This design comes from an exercise in tuning for small area, a short achievable clock period and few clock cycles per item on the open sky130 flow, not from production work. Only simulation tests tie the RTL to the original design; equivalence was not proved. No activity file was given, so power comes from the tool's default toggle rates.

File: flow/design.v
package ufss_pkg;
    localparam int unsigned ID_W   = 10;
    localparam int unsigned USER_W = 3;
    localparam int unsigned PRI_W  = 8;
    localparam int unsigned STAT_W = 3;
    localparam int unsigned TOT_W  = 32;
    localparam logic [1:0] OP_SCHED  = 2'd0;
    localparam logic [1:0] OP_ADD    = 2'd1;
    localparam logic [1:0] OP_REMOVE = 2'd2;
    localparam logic [STAT_W-1:0] ST_CHOSEN   = 3'd0;
    localparam logic [STAT_W-1:0] ST_DONE     = 3'd1;
    localparam logic [STAT_W-1:0] ST_EMPTY    = 3'd2;
    localparam logic [STAT_W-1:0] ST_FULL     = 3'd3;
    localparam logic [STAT_W-1:0] ST_NOTFOUND = 3'd4;
    localparam int unsigned CMD_W = 5;
    localparam logic [CMD_W-1:0] C_NOP      = 5'd0;
    localparam logic [CMD_W-1:0] C_LOAD     = 5'd1;
    localparam logic [CMD_W-1:0] C_ADD      = 5'd2;
    localparam logic [CMD_W-1:0] C_UPD      = 5'd3;
    localparam logic [CMD_W-1:0] C_NOTFOUND = 5'd4;
    localparam logic [CMD_W-1:0] C_RD       = 5'd5;
    localparam logic [CMD_W-1:0] C_REM_CHK  = 5'd6;
    localparam logic [CMD_W-1:0] C_SCH_CHK  = 5'd7;
    localparam logic [CMD_W-1:0] C_SH_INIT  = 5'd8;
    localparam logic [CMD_W-1:0] C_SH_RD    = 5'd9;
    localparam logic [CMD_W-1:0] C_SH_WR    = 5'd10;
    localparam logic [CMD_W-1:0] C_REM_END  = 5'd11;
    localparam logic [CMD_W-1:0] C_SCH_END  = 5'd12;
    localparam logic [CMD_W-1:0] C_PICK     = 5'd13;
    localparam logic [CMD_W-1:0] C_PICK_END = 5'd14;
    localparam logic [CMD_W-1:0] C_SEL_CHK  = 5'd15;
    localparam logic [CMD_W-1:0] C_TICK     = 5'd16;
    localparam logic [CMD_W-1:0] C_EMIT     = 5'd17;
    typedef struct packed {
        logic [1:0]        operation;
        logic              yield_request;
        logic [ID_W-1:0]   task_id;
        logic [USER_W-1:0] task_user;
        logic [PRI_W-1:0]  task_priority;
    } t_in_item;
    typedef struct packed {
        logic [STAT_W-1:0] status;
        logic [ID_W-1:0]   run_task_id;
        logic [PRI_W-1:0]  slices_left;
    } t_out_item;
    typedef struct packed {
        logic [ID_W-1:0]   id;
        logic [USER_W-1:0] user;
        logic [PRI_W-1:0]  pri;
    } t_entry;
    typedef struct packed {
        logic [CMD_W-1:0] code;
    } t_cmd;
    typedef struct packed {
        logic [1:0] op;
        logic       scan_end;
        logic       sh_end;
        logic       match;
        logic       found;
        logic       reselect;
        logic       pick_last;
        logic       any;
        logic       sel_match;
        logic       out_free;
    } t_dp_status;
endpackage
module user_fair_share_scheduler_top
#(
    parameter int unsigned QUEUE_DEPTH = 64,
    parameter int unsigned NUM_USERS   = 5
) (
    input  logic              i_clk,
    input  logic              i_rst_n,
    input  logic              i_in_valid,
    output logic              o_in_stall,
    input  logic [1:0]        i_in_operation,
    input  logic              i_in_yield_request,
    input  logic [ufss_pkg::ID_W-1:0]   i_in_task_id,
    input  logic [ufss_pkg::USER_W-1:0] i_in_task_user,
    input  logic [ufss_pkg::PRI_W-1:0]  i_in_task_priority,
    output logic              o_out_valid,
    input  logic              i_out_stall,
    output logic [ufss_pkg::STAT_W-1:0] o_out_status,
    output logic [ufss_pkg::ID_W-1:0]   o_out_run_task_id,
    output logic [ufss_pkg::PRI_W-1:0]  o_out_slices_left
);
    localparam int N  = QUEUE_DEPTH;
    localparam int NU = NUM_USERS;
    localparam int IW = ufss_pkg::ID_W;
    localparam int UW = ufss_pkg::USER_W;
    localparam int PW = ufss_pkg::PRI_W;
    localparam int TW = ufss_pkg::TOT_W;
    localparam int EW = IW + UW + PW + 1;      
    localparam int CW = $clog2(N + 1);
    function automatic logic [N-1:0] prefix_or(input logic [N-1:0] m);
        logic [N-1:0] p;
        p = m;
        for (int s = 1; s < N; s = s * 2) p = p | (p << s);
        prefix_or = p;
    endfunction
    function automatic logic le_tw(input logic [TW-1:0] a, input logic [TW-1:0] b);
        logic [TW-1:0] lt, eq, gt;
        int w;
        for (int i = 0; i < TW; i++) begin
            lt[i] = !a[i] && b[i];
            gt[i] = a[i] && !b[i];
            eq[i] = !(lt[i] || gt[i]);
        end
        for (w = 1; w < TW; w = w * 2) begin
            for (int i = 0; i + w < TW; i = i + 2 * w) begin
                lt[i] = lt[i + w] || (eq[i + w] && lt[i]);
                eq[i] = eq[i + w] && eq[i];
            end
        end
        le_tw = lt[0] || eq[0];
    endfunction
    logic          r_in_v;
    logic [1:0]    r_op;
    logic          r_y;
    logic [IW-1:0] r_id;
    logic [UW-1:0] r_user;
    logic [PW-1:0] r_pm1;
    logic          r_out_v;
    logic [2:0]    r_st;
    logic [IW-1:0] r_rid;
    logic [PW-1:0] r_sl;
    logic [N-1:0]         v;           
    logic [N-1:0][IW-1:0] e_id;
    logic [N-1:0][UW-1:0] e_user;
    logic [N-1:0][PW-1:0] e_pm1;
    logic [N-1:0]         e_f;         
    logic [NU-1:0][TW-1:0] tot;
    logic [NU-1:0][CW-1:0] cnt;
    logic [NU-1:0]        pd_oh, kill;
    logic [NU-1:0]        pres_r;
    logic [NU-1:0]        pres;        
    assign pres = pres_r & ~kill;
    logic [IW-1:0] cur;
    logic          run;
    logic [PW-1:0] slice;
    logic          fv;                 
    logic [UW-1:0] mu_r;
    logic [PW-1:0] mp_r;
    logic          tv;                 
    logic          lv;                 
    logic          spec;               
    logic [TW-1:0] tm_r;               
    logic [NU-1:0][NU-1:0] beat_r;     
    logic out_free, is_sched, resel, exec, rs_x;
    logic op_add, op_rem, op_sch;
    assign out_free   = !r_out_v || !i_out_stall;
    assign is_sched   = r_op == ufss_pkg::OP_SCHED;
    assign resel      = is_sched && (r_y || slice == '0 || !run);
    assign op_add     = r_in_v && out_free && r_op == ufss_pkg::OP_ADD;
    assign op_rem     = r_in_v && out_free && r_op == ufss_pkg::OP_REMOVE;
    assign op_sch     = r_in_v && out_free && is_sched && !resel;
    assign rs_x       = r_in_v && out_free && resel && lv;
    assign exec       = r_in_v && out_free && (!resel || lv);
    assign o_in_stall = r_in_v && !exec;
    always_ff @(posedge i_clk) begin
        if (!i_rst_n) begin
            r_in_v <= 1'b0;
        end else if (i_in_valid && !o_in_stall) begin
            r_in_v <= 1'b1;
        end else if (exec) begin
            r_in_v <= 1'b0;
        end
        if (i_in_valid && !o_in_stall) begin
            r_op   <= i_in_operation;
            r_y    <= i_in_yield_request;
            r_id   <= i_in_task_id;
            r_user <= (i_in_task_user >= UW'(NU)) ? UW'(NU - 1) : i_in_task_user;
            r_pm1  <= (i_in_task_priority == '0) ? '0 : i_in_task_priority - PW'(1);
        end
    end
    logic          kr;                 
    logic [IW-1:0] key;
    logic [N-1:0]  eq, sh, fm;
    logic          found;
    assign kr  = r_op[1];
    assign key = kr ? r_id : cur;
    always_comb begin
        for (int i = 0; i < N; i++) eq[i] = v[i] && (e_id[i] == key);
        if (!kr && !run) eq = '0;
    end
    assign sh    = prefix_or((fv && !r_op[1]) ? e_f : eq);
    assign fm    = sh & ~(sh << 1);
    assign found = sh[N-1];
    logic [UW-1:0] mu;
    logic [PW-1:0] mp;
    always_comb begin
        mu = '0;
        mp = '0;
        for (int i = 0; i < N; i++) begin
            mu = mu | (e_user[i] & {UW{fm[i]}});
            mp = mp | (e_pm1[i] & {PW{fm[i]}});
        end
    end
    logic cache_f;
    assign cache_f = !fv && !kr && !rs_x;
    logic [NU-1:0]         mu_oh;
    logic [TW-1:0]         t_old, tm;
    logic [8:0]            lo;
    logic [TW-1:8]         hi_all;
    logic                  ovf;
    logic [NU-1:0][TW-1:0] tn;
    logic [NU-1:0][NU-1:0] beat;
    always_comb begin
        t_old = '0;
        for (int u = 0; u < NU; u++) begin
            mu_oh[u] = run && (mu_r == UW'(u));
            t_old = t_old | (tot[u] & {TW{mu_r == UW'(u)}});
        end
        lo = {1'b0, t_old[7:0]} + {1'b0, mp_r} + 9'd1;
        hi_all = '0;
        for (int u = 0; u < NU; u++) begin
            logic [TW-1:8] h;
            h = tot[u][TW-1:8];
            for (int s = 1; s < TW - 8; s = s * 2) h = h & ((h << s) | (((TW-8)'(1) << s) - (TW-8)'(1)));
            hi_all = hi_all | (h & {(TW-8){mu_r == UW'(u)}});
        end
        ovf = lo[8] && hi_all[TW-1];
        tm[7:0] = lo[7:0];
        tm[8] = t_old[8] ^ lo[8];
        for (int i = 9; i < TW; i++) tm[i] = t_old[i] ^ (lo[8] && hi_all[i - 1]);
        if (ovf) tm = '1;
        for (int u = 0; u < NU; u++) tn[u] = mu_oh[u] ? tm_r : tot[u];
        for (int a = 0; a < NU; a++) begin
            for (int b = 0; b < NU; b++) begin
                if (a == b) beat[a][b] = 1'b1;
                else if (a < b) beat[a][b] = le_tw(tn[a], tn[b]);
                else beat[a][b] = !le_tw(tn[b], tn[a]);
            end
        end
    end
    logic [NU-1:0] win;
    logic          any_pres;
    always_comb begin
        for (int a = 0; a < NU; a++) begin
            win[a] = pres[a];
            for (int b = 0; b < NU; b++) begin
                if (b != a) win[a] = win[a] && (!pres[b] || beat_r[a][b]);
            end
        end
    end
    assign any_pres = |pres;
    logic [N-1:0]  pm, psh, pf;
    logic          pany;
    logic [IW-1:0] pick_id, p_id;
    logic [PW-1:0] pick_pm1, p_pm1;
    always_comb begin
        for (int i = 0; i < N; i++) begin
            pm[i] = 1'b0;
            for (int u = 0; u < NU; u++) pm[i] = pm[i] || (win[u] && e_user[i] == UW'(u));
            pm[i] = pm[i] && v[i] && !(e_f[i] && run);
        end
    end
    localparam int PDW = IW + PW;
    logic [N-1:0]          t_any;
    logic [N-1:0][PDW-1:0] t_d;
    always_comb begin
        for (int i = 0; i < N; i++) begin
            t_any[i] = pm[i];
            t_d[i]   = {e_id[i], e_pm1[i]};
        end
        for (int w = 1; w < N; w = w * 2) begin
            for (int i = 0; i + w < N; i = i + 2 * w) begin
                t_d[i]   = t_any[i] ? t_d[i] : t_d[i + w];
                t_any[i] = t_any[i] | t_any[i + w];
            end
        end
        pany  = t_any[0];
        p_id  = t_d[0][PDW-1:PW];
        p_pm1 = t_d[0][PW-1:0];
    end
    assign psh  = prefix_or(pm);
    assign pf   = psh & ~(psh << 1);
    assign pick_id  = pany ? p_id  : cur;
    assign pick_pm1 = pany ? p_pm1 : mp_r;
    logic [UW-1:0] best;
    always_comb begin
        best = '0;
        for (int u = 0; u < NU; u++) best = best | (UW'(u) & {UW{win[u]}});
    end
    logic [N-1:0]  en, sel_s, sel_w, sel_h, v_nx;
    logic          full;
    logic [EW-1:0] w_e;
    logic [N-1:0][EW-1:0] e_q, e_d;
    assign full = v[N-1];
    assign w_e  = rs_x ? {cur, mu_r, mp_r, !pany} : {r_id, r_user, r_pm1, 1'b0};
    always_comb begin
        for (int i = 0; i < N; i++) begin
            v_nx[i]  = (i < N - 1) ? v[(i + 1) % N] : 1'b0;
            e_q[i]   = {e_id[i], e_user[i], e_pm1[i], rs_x ? pf[i] : e_f[i]};
            en[i]    = ((op_rem || (rs_x && run)) && sh[i]) || (op_add && !v[i]);
            sel_s[i] = en[i] && v_nx[i];
            sel_w[i] = en[i] && !v_nx[i];
            sel_h[i] = !en[i];
        end
        for (int i = 0; i < N; i++) begin
            e_d[i] = (e_q[(i + 1) % N] & {EW{sel_s[i]}}) | (w_e & {EW{sel_w[i]}})
                   | (e_q[i] & {EW{sel_h[i]}});
            if (cache_f) e_d[i][0] = fm[i];
        end
    end
    always_ff @(posedge i_clk) begin
        for (int i = 0; i < N; i++) begin
            {e_id[i], e_user[i], e_pm1[i], e_f[i]} <= e_d[i];
        end
    end
    always_ff @(posedge i_clk) begin
        if (!i_rst_n) begin
            v <= '0;
        end else if (op_add && !full) begin
            v <= {v[N-2:0], 1'b1};
        end else if (op_rem && found) begin
            v <= {1'b0, v[N-1:1]};
        end
    end
    logic [NU-1:0] add_oh, rem_oh, rem_u;
    always_comb begin
        for (int u = 0; u < NU; u++) begin
            rem_u[u] = 1'b0;
            for (int i = 0; i < N; i++) rem_u[u] = rem_u[u] | (fm[i] && e_user[i] == UW'(u));
            add_oh[u] = op_add && !full && r_user == UW'(u);
            rem_oh[u] = op_rem && rem_u[u];
        end
    end
    logic [NU-1:0] one_eff;
    always_comb begin
        for (int u = 0; u < NU; u++) one_eff[u] = cnt[u] == (pd_oh[u] ? CW'(2) : CW'(1));
    end
    always_ff @(posedge i_clk) begin
        if (!i_rst_n) begin
            for (int u = 0; u < NU; u++) begin
                tot[u] <= '0;
                cnt[u] <= '0;
            end
            pres_r <= '0;
            pd_oh  <= '0;
            kill   <= '0;
        end else begin
            pd_oh  <= rem_oh;
            kill   <= rem_oh & one_eff;
            pres_r <= pres | add_oh;
            for (int u = 0; u < NU; u++) begin
                if (rs_x && mu_oh[u]) tot[u] <= tm_r;
                if (pd_oh[u] && !add_oh[u]) begin
                    cnt[u] <= cnt[u] - CW'(1);
                end else if (add_oh[u] && !pd_oh[u]) begin
                    cnt[u] <= cnt[u] + CW'(1);
                end
            end
        end
    end
    always_ff @(posedge i_clk) begin
        if (!i_rst_n || rs_x) begin
            fv <= 1'b0;
        end else if (cache_f) begin
            fv <= 1'b1;
        end
        if (cache_f) begin
            mu_r <= mu;
            mp_r <= mp;
        end else if (rs_x) begin
            mu_r <= best;
            mp_r <= pick_pm1;
        end
        spec <= rs_x && i_rst_n;
        if (!i_rst_n || rs_x || (op_rem && found && r_id == cur)) begin
            tv <= 1'b0;
            lv <= 1'b0;
        end else begin
            tv <= fv || !run || (spec && cache_f && |(fm & e_f));
            lv <= tv;
        end
        tm_r   <= tm;
        beat_r <= beat;
    end
    always_ff @(posedge i_clk) begin
        if (!i_rst_n) begin
            cur     <= '0;
            run     <= 1'b0;
            slice   <= '0;
            r_out_v <= 1'b0;
        end else begin
            if (exec) begin
                r_out_v <= 1'b1;
            end else if (!i_out_stall) begin
                r_out_v <= 1'b0;
            end
            if (op_rem && found && r_id == cur) begin
                run <= 1'b0;
            end
            if (op_sch) begin
                slice <= slice - PW'(1);
            end
            if (rs_x) begin
                if (any_pres) begin
                    cur   <= pick_id;
                    slice <= pick_pm1;
                    run   <= 1'b1;
                end else begin
                    slice <= '0;
                    run   <= 1'b0;
                end
            end
        end
    end
    always_ff @(posedge i_clk) begin
        if (exec) begin
            r_st  <= ufss_pkg::ST_DONE;
            r_rid <= '0;
            r_sl  <= '0;
            case (r_op)
                ufss_pkg::OP_ADD: if (full) r_st <= ufss_pkg::ST_FULL;
                ufss_pkg::OP_REMOVE: if (!found) r_st <= ufss_pkg::ST_NOTFOUND;
                ufss_pkg::OP_SCHED: begin
                    if (!resel) begin
                        r_st  <= ufss_pkg::ST_CHOSEN;
                        r_rid <= cur;
                        r_sl  <= slice - PW'(1);
                    end else if (any_pres) begin
                        r_st  <= ufss_pkg::ST_CHOSEN;
                        r_rid <= pick_id;
                        r_sl  <= pick_pm1;
                    end else begin
                        r_st <= ufss_pkg::ST_EMPTY;
                    end
                end
                default: ;
            endcase
        end
    end
    assign o_out_valid       = r_out_v;
    assign o_out_status      = r_st;
    assign o_out_run_task_id = r_rid;
    assign o_out_slices_left = r_sl;
endmodule
File: flow/run.sh
#!/bin/bash
# synth_recipe.tcl (not shown) runs the flow's synth.tcl, then flattens the netlist and writes it again
# the make line also repeats each setting of config.mk as NAME=value (left out here)
make -C /OpenROAD-flow-scripts/flow DESIGN_CONFIG=/design/flow/config.mk WORK_HOME=/design/flow/orfs CLKGATE_MAP_FILE= SYNTH_SCRIPT=/design/flow/synth_recipe.tcl finish
File: flow/config.mk
export PLATFORM = sky130hd
export DESIGN_NAME = user_fair_share_scheduler_top
export DESIGN_NICKNAME = user_fair_share_scheduler_top
export VERILOG_FILES = /design/flow/design.v
export SDC_FILE = /design/flow/constraint.sdc
export NUM_CORES = 4
export LEC_CHECK = 0
export CAP_MARGIN = 20
export CORE_MARGIN = 2
export CORE_UTILIZATION = 70
export SETUP_SLACK_MARGIN = 0.2
export SLEW_MARGIN = 20
File: flow/constraint.sdc
create_clock -name core_clock -period 6.0 [get_ports {i_clk}]
set_input_delay 1.2000 -clock core_clock [delete_from_list [all_inputs] [get_ports {i_clk}]]
set_output_delay 1.2000 -clock core_clock [all_outputs]
set_load 0.01 [all_outputs]
==> results.sh, run 1 <==
export IMPL_yosysTopAreaCellShare=0.293
export IMPL_synth_commonest_cells="1,780 x nand2_1, 1,738 x dfxtp_1, 1,690 x mux2i_1"
export IMPL_synth_warning_count=1
export IMPL_place_ws_ns=-0.585
export IMPL_grt_pass1_vias=129000
export IMPL_dpl_cell_area_mm2=0.125
export IMPL_syn_inst=14700
export IMPL_cts_htree_levels=4
export IMPL_ys_flop_type="dfxtp_1"
export IMPL_port_buffer_count=50
export IMPL_syn_area_mm2=0.119
export IMPL_cts_sinks=1815
export IMPL_yosysMostFrequentCell="nand2_1"
export IMPL_synthTopCellsByArea="dfxtp_1 29%, mux2i_1 14%, o21ai_0 5.8%, nand2_1 5.6%, a21oi_1 3.8%"
export IMPL_grt_total_usage=0.695
export IMPL_dp_hpwl_um=419000
export IMPL_dieHeight_um=416
export IMPL_ys_seq_area_frac=0.312
export IMPL_ys_ff_latch=1815
export IMPL_cts_max_path_buffers=3
export IMPL_globalplace_congestion=1.57
export IMPL_grt_max_degree=142
export IMPL_synth_nets=15100
export IMPL_num_rows=151
export IMPL_die_width_um=416
export IMPL_boundaryPins=51
export IMPL_avgSynthCellArea_um2=8.09
export IMPL_synth_area_leader_cell="dfxtp_1"
export IMPL_haltStage="global routing"
export IMPL_cts_root_buffer="clkbuf_16"
export IMPL_synth_async_reset_ratio=0
export IMPL_tool_error="[ERROR GRT-0116] Global routing finished with congestion. Check the congestion regions in the DRC Viewer."
export IMPL_dpl_cell_count=16400
export IMPL_ys_types=108
export IMPL_cts_buffers=191
export IMPL_postCtsHoldBufs=0
export IMPL_status="stopped before the end"
export IMPL_grt_overflow_total=70
export IMPL_initial_core_util=0.703
export IMPL_synth_edff_count=77
export IMPL_grt_first_pass_wirelength_um=904000
per-layer routing:
| metal | GRT overflow | track usage |
|---|---|---|
| met1 | 1 | 0.750 |
| met2 | 29 | 0.866 |
| met3 | 2 | 0.515 |
| met4 | 37 | 0.582 |
| met5 | 1 | 0.218 |
logic make-up after synthesis:
family                     count (synthesis)  share of synthesized area
muxes                                   1805                      0.155
adders and majority gates                368                     0.0391
and+or+nand+nor                         4457                      0.176
xor gates and xnor gates                 688                     0.0507
AOI/OAI and AO/OA                       4010                      0.215
DFF                                     1815                      0.312
buffers and inverters                   1547                     0.0523
power groups by stage:
stage / sequential [mW] / clock (mW) / combinational (mW)
2_1_floorplan: 18.1 / 0 / 8.36
3_3_place_gp: 21.3 / 0 / 11.2
3_5_place_dp: 21.5 / 0 / 11.6
4_1_cts: 21.2 / 12.3 / 11.7
through the flow:
stage / util / hold slack [ns]
4_1_cts: 0.776 / 0.491
3_5_place_dp: 0.738 / 0.481
2_1_floorplan: - / 0.394
3_3_place_gp: 0.738 / 0.458
repair_timing:
item,4_1_cts
setup endpoints to repair,18
setup buffers,4
pin swaps,6
resized for setup,25
cloned,0
worst min-delay path by stage:
| stage | startpoint | to | cells past startpoint |
|---|---|---|---|
| after global placement | e_pm1[1] | e_pm1[1] | 2 |
| after floorplan | tv | lv | 2 |
| after CTS | cnt[6] | cnt[6] | 2 |
| after detailed placement | cnt[6] | cnt[6] | 2 |
Testbench counts, summed over its fixed seeds: cycles 17,681, items 16,000.
==> run 2, diff against run 1 <==
--- a/flow/config.mk
+++ b/flow/config.mk
@@ -8,5 +8,5 @@
 export CAP_MARGIN = 20
 export CORE_MARGIN = 2
-export CORE_UTILIZATION = 70
-export SETUP_SLACK_MARGIN = 0.2
+export CORE_UTILIZATION = 30
+export SETUP_SLACK_MARGIN = 0.3
 export SLEW_MARGIN = 20
==> results.sh, run 2 <==
export IMPL_cts_sinks=1815
export IMPL_synth_area_leader_cell="dfxtp_1"
export IMPL_totalWireLength_um=716000
export IMPL_slew_headroom=0.106
export IMPL_period_needed_ns=6.01
export IMPL_synthTopCellsByArea="dfxtp_1 29%, mux2i_1 14%, o21ai_0 5.8%, nand2_1 5.6%, a21oi_1 3.8%"
export IMPL_rr_endpoint="mp_r[7]"
export IMPL_cp_max_fo=7
export IMPL_crit_top_cell="buf_4"
export IMPL_layout_cells_non_filler=20500
export IMPL_cap_violations=0
export IMPL_yosysTopAreaCellShare=0.293
export IMPL_grt_total_usage=0.342
export IMPL_wl_per_cell_um=34.9
export IMPL_post_route_period_util=1.00
export IMPL_dieArea_mm2=0.401
export IMPL_crit_arrival_ns=6.66
export IMPL_grt_overflow_total=0
export IMPL_clock_latency_ns=0.98
export IMPL_drive_gt1_frac=0.152
export IMPL_worstSetupEndpointType="flop"
export IMPL_synth_edff_count=77
export IMPL_drc=0
export IMPL_skew_ns=0.106
export IMPL_tightest_slew_ns=1.34
export IMPL_final_cell_mix="1,754 x nand2_1, 1,718 x dfxtp_1, 1,680 x mux2i_1, 1,384 x o21ai_0, 1,222 x buf_4"
export IMPL_hold_viol_final=0
export IMPL_cts_root_buffer="clkbuf_16"
export IMPL_timing_critical_path_from="r_op[1]"
export IMPL_p_leak_nw=56.2
export IMPL_dpl_cell_count=20000
export IMPL_setup_ws_ns=-0.00647
export IMPL_via_per_inst=6.12
export IMPL_max_freq_mhz=166
export IMPL_rr_worst_depth=24
export IMPL_min_delay_path_class="flop to flop"
export IMPL_place_ws_ns=-0.384
export IMPL_ys_types=108
export IMPL_ys_seq_area_frac=0.312
export IMPL_rsz0062_at_grt="true"
export IMPL_ys_flop_type="dfxtp_1"
export IMPL_drv_slew=0
export IMPL_grt_first_pass_wirelength_um=973000
export IMPL_port_buffer_count=50
export IMPL_totalPowerFinal_mw=51.7
export IMPL_num_rows=231
export IMPL_synth_nets=15100
export IMPL_drtPass1Iterations=9
export IMPL_die_width_um=633
export IMPL_worst_path_largest_cell_delay_ns=0.55
export IMPL_setup_viol=1
export IMPL_synthToLayoutAreaGrowth_pct=21.0
export IMPL_fin_nets=15500
export IMPL_cts_max_path_buffers=4
export IMPL_path_cells="buf_6 > buf_16 > mux2i_4 > buf_4 > buf_12 > buf_16 > buf_4 > xor2_1 > nand4_1 > nor4_1 > buf_4 > a22o_1 > buf_4 > nor2_2 > nand3_2 > or2_2 > and2_2 > buf_4 > buf_4 > a221oi_2 > nand4_1 > nor4_4 > buf_4 > a32oi_1"
export IMPL_coreArea_mm2=0.395
export IMPL_synth_commonest_cells="1,780 x nand2_1, 1,738 x dfxtp_1, 1,690 x mux2i_1"
export IMPL_crit_slowest_cell="nor4_4"
export IMPL_vias=126000
export IMPL_layout_commonest_cell="nand2_1"
export IMPL_avgSynthCellArea_um2=8.09
export IMPL_cts_tree="built"
export IMPL_initial_core_util=0.301
export IMPL_endpoint="mp_r[7]"
export IMPL_whs_ns=0.484
export IMPL_reg2reg_slack_ns=-0.006
export IMPL_peakVddDrop_mv=0.265
export IMPL_grt_pass1_vias=114000
export IMPL_grt_max_degree=94
export IMPL_dp_hpwl_um=554000
export IMPL_antenna_found_initial=84
export IMPL_critical_path_class="flop to flop"
export IMPL_status="finished with violations"
export IMPL_cts_buffers=220
export IMPL_whs_path_depth=2
export IMPL_cp_required_ns=6.65
export IMPL_synth_warning_count=1
export IMPL_startpoint_type="flop"
export IMPL_boundaryPins=51
export IMPL_drtIter0Drc=18000
export IMPL_globalplace_congestion=1.10
export IMPL_final_core_util=0.364
export IMPL_dieHeight_um=633
export IMPL_cts_clk_slew_worst_paths_ns=0.06
export IMPL_cts_htree_levels=4
export IMPL_yosysMostFrequentCell="nand2_1"
export IMPL_so_faults="antenna violations, negative setup slack"
export IMPL_ys_ff_latch=1815
export IMPL_ant_nets=1
export IMPL_syn_inst=14700
export IMPL_synth_async_reset_ratio=0
export IMPL_syn_area_mm2=0.119
export IMPL_power_density_mw_per_mm2=360
export IMPL_largest_reg_flops=630
export IMPL_worstReg2RegStart="r_op[1]"
-- run 2: cell counts after synthesis --
Identical to the previous run, type by type.
-- run 2: worst min-delay path by stage --
stage / startpoint / endpoint / slack [ns]
CTS: e_pm1[5] / e_pm1[5] / 0.49
global placement: e_pm1[3] / e_pm1[3] / 0.46
floorplan: tv / lv / 0.39
finish: r_out_v / r_out_v / 0.48
global route: cnt[20] / cnt[20] / 0.50
detailed placement: r_out_v / r_out_v / 0.48
-- run 2: critical path, delay by kind of cell (launching register included) --
family,cells,cell delay (ns)
AND/OR/NAND/NOR,8,2.24
buffers and inverters,11,1.87
AO/OA/AOI/OAI,3,0.77
flip-flops,1,0.44
multiplexers,1,0.19
XOR/XNOR,1,0.13
-- run 2: layout make-up --
class / count / area, um^2
clock inverter: 90 / 1270
timing repair buffer: 1484 / 14000
antenna: 43 / 108
multi-input combinational: 11300 / 77500
clock buffer: 313 / 6430
sequential: 1815 / 37100
fill: 40800 / 251000
tap: 5242 / 6560
inverter: 207 / 782
-- run 2: repair_timing --
item                                    in CTS  in global routing
pin swaps                                   27                 43
endpoints found under the setup margin      27                 63
gates cloned                                 5                  2
buffers inserted                            51                 43
hold buffers                                 0                  0
resized for setup                           80                103
hold endpoints to repair                     0                  0
-- run 2: cells by family after synthesis --
| logic type | share of synthesized area |
|---|---|
| fa+ha+maj | 0.0391 |
| mux | 0.155 |
| xor+xnor | 0.0507 |
| flops | 0.312 |
| simple gates | 0.176 |
| compound gates | 0.215 |
| buf+inv | 0.0523 |
-- run 2: metrics by stage --
| step | setup TNS (ns) | area, um^2 |
|---|---|---|
| final | -0.00647 | 144000 |
| after global routing | 0 | 144000 |
| after CTS | 0 | 143000 |
| after detailed placement | -1.26 | 134000 |
| after global placement | -3.48 | 134000 |
| after floorplan | 0 | 119000 |
-- run 2: report_power, final --
part | switching, mW | internal (mW)
clock | 6.13 | 8.51
combinational | 8.96 | 5.86
sequential | 6.81 | 15.4
total | 21.9 | 29.8
-- run 2: per-layer routing --
layer  part of all wire  track usage  wire length [um]
met1               0.41        0.452            295000
met2               0.40        0.495            290000
met3               0.10       0.0826             75100
met4              0.078        0.217             56100
met5            0.00044            0               318

## afterwards: timing with drivers on the ports
In the flow no input, the clock included, has a driving cell. The finished layout below was timed again as built, in two steps.
Step 1 (the two cells are an assumption about what drives the block):
set clk [get_ports {i_clk}]
set_driving_cell -lib_cell sky130_fd_sc_hd__clkbuf_16 $clk
set_driving_cell -lib_cell sky130_fd_sc_hd__buf_2 [delete_from_list [all_inputs] $clk]
Step 2 adds t to the input delays and takes it off the output delays; t is the mean of the earliest and latest rising clock arrival at the registers after step 1. Input paths then give back, and output paths get back, about the clock's delay inside the block.
Three values: ideal ports, drivers, drivers and shift; two values: the first two.
run: run 2
shift t [ns]: 1.042
setup WS [ns]: -0.006 / -0.006 / -0.006
latest minus earliest clock arrival (ns): 0.106 / 0.106
slew at the worst register clock pin (ns): 0.07 / 0.07
The setup slack of run 2 moves by 0.000 ns with the drivers and by 0.000 ns with both steps.
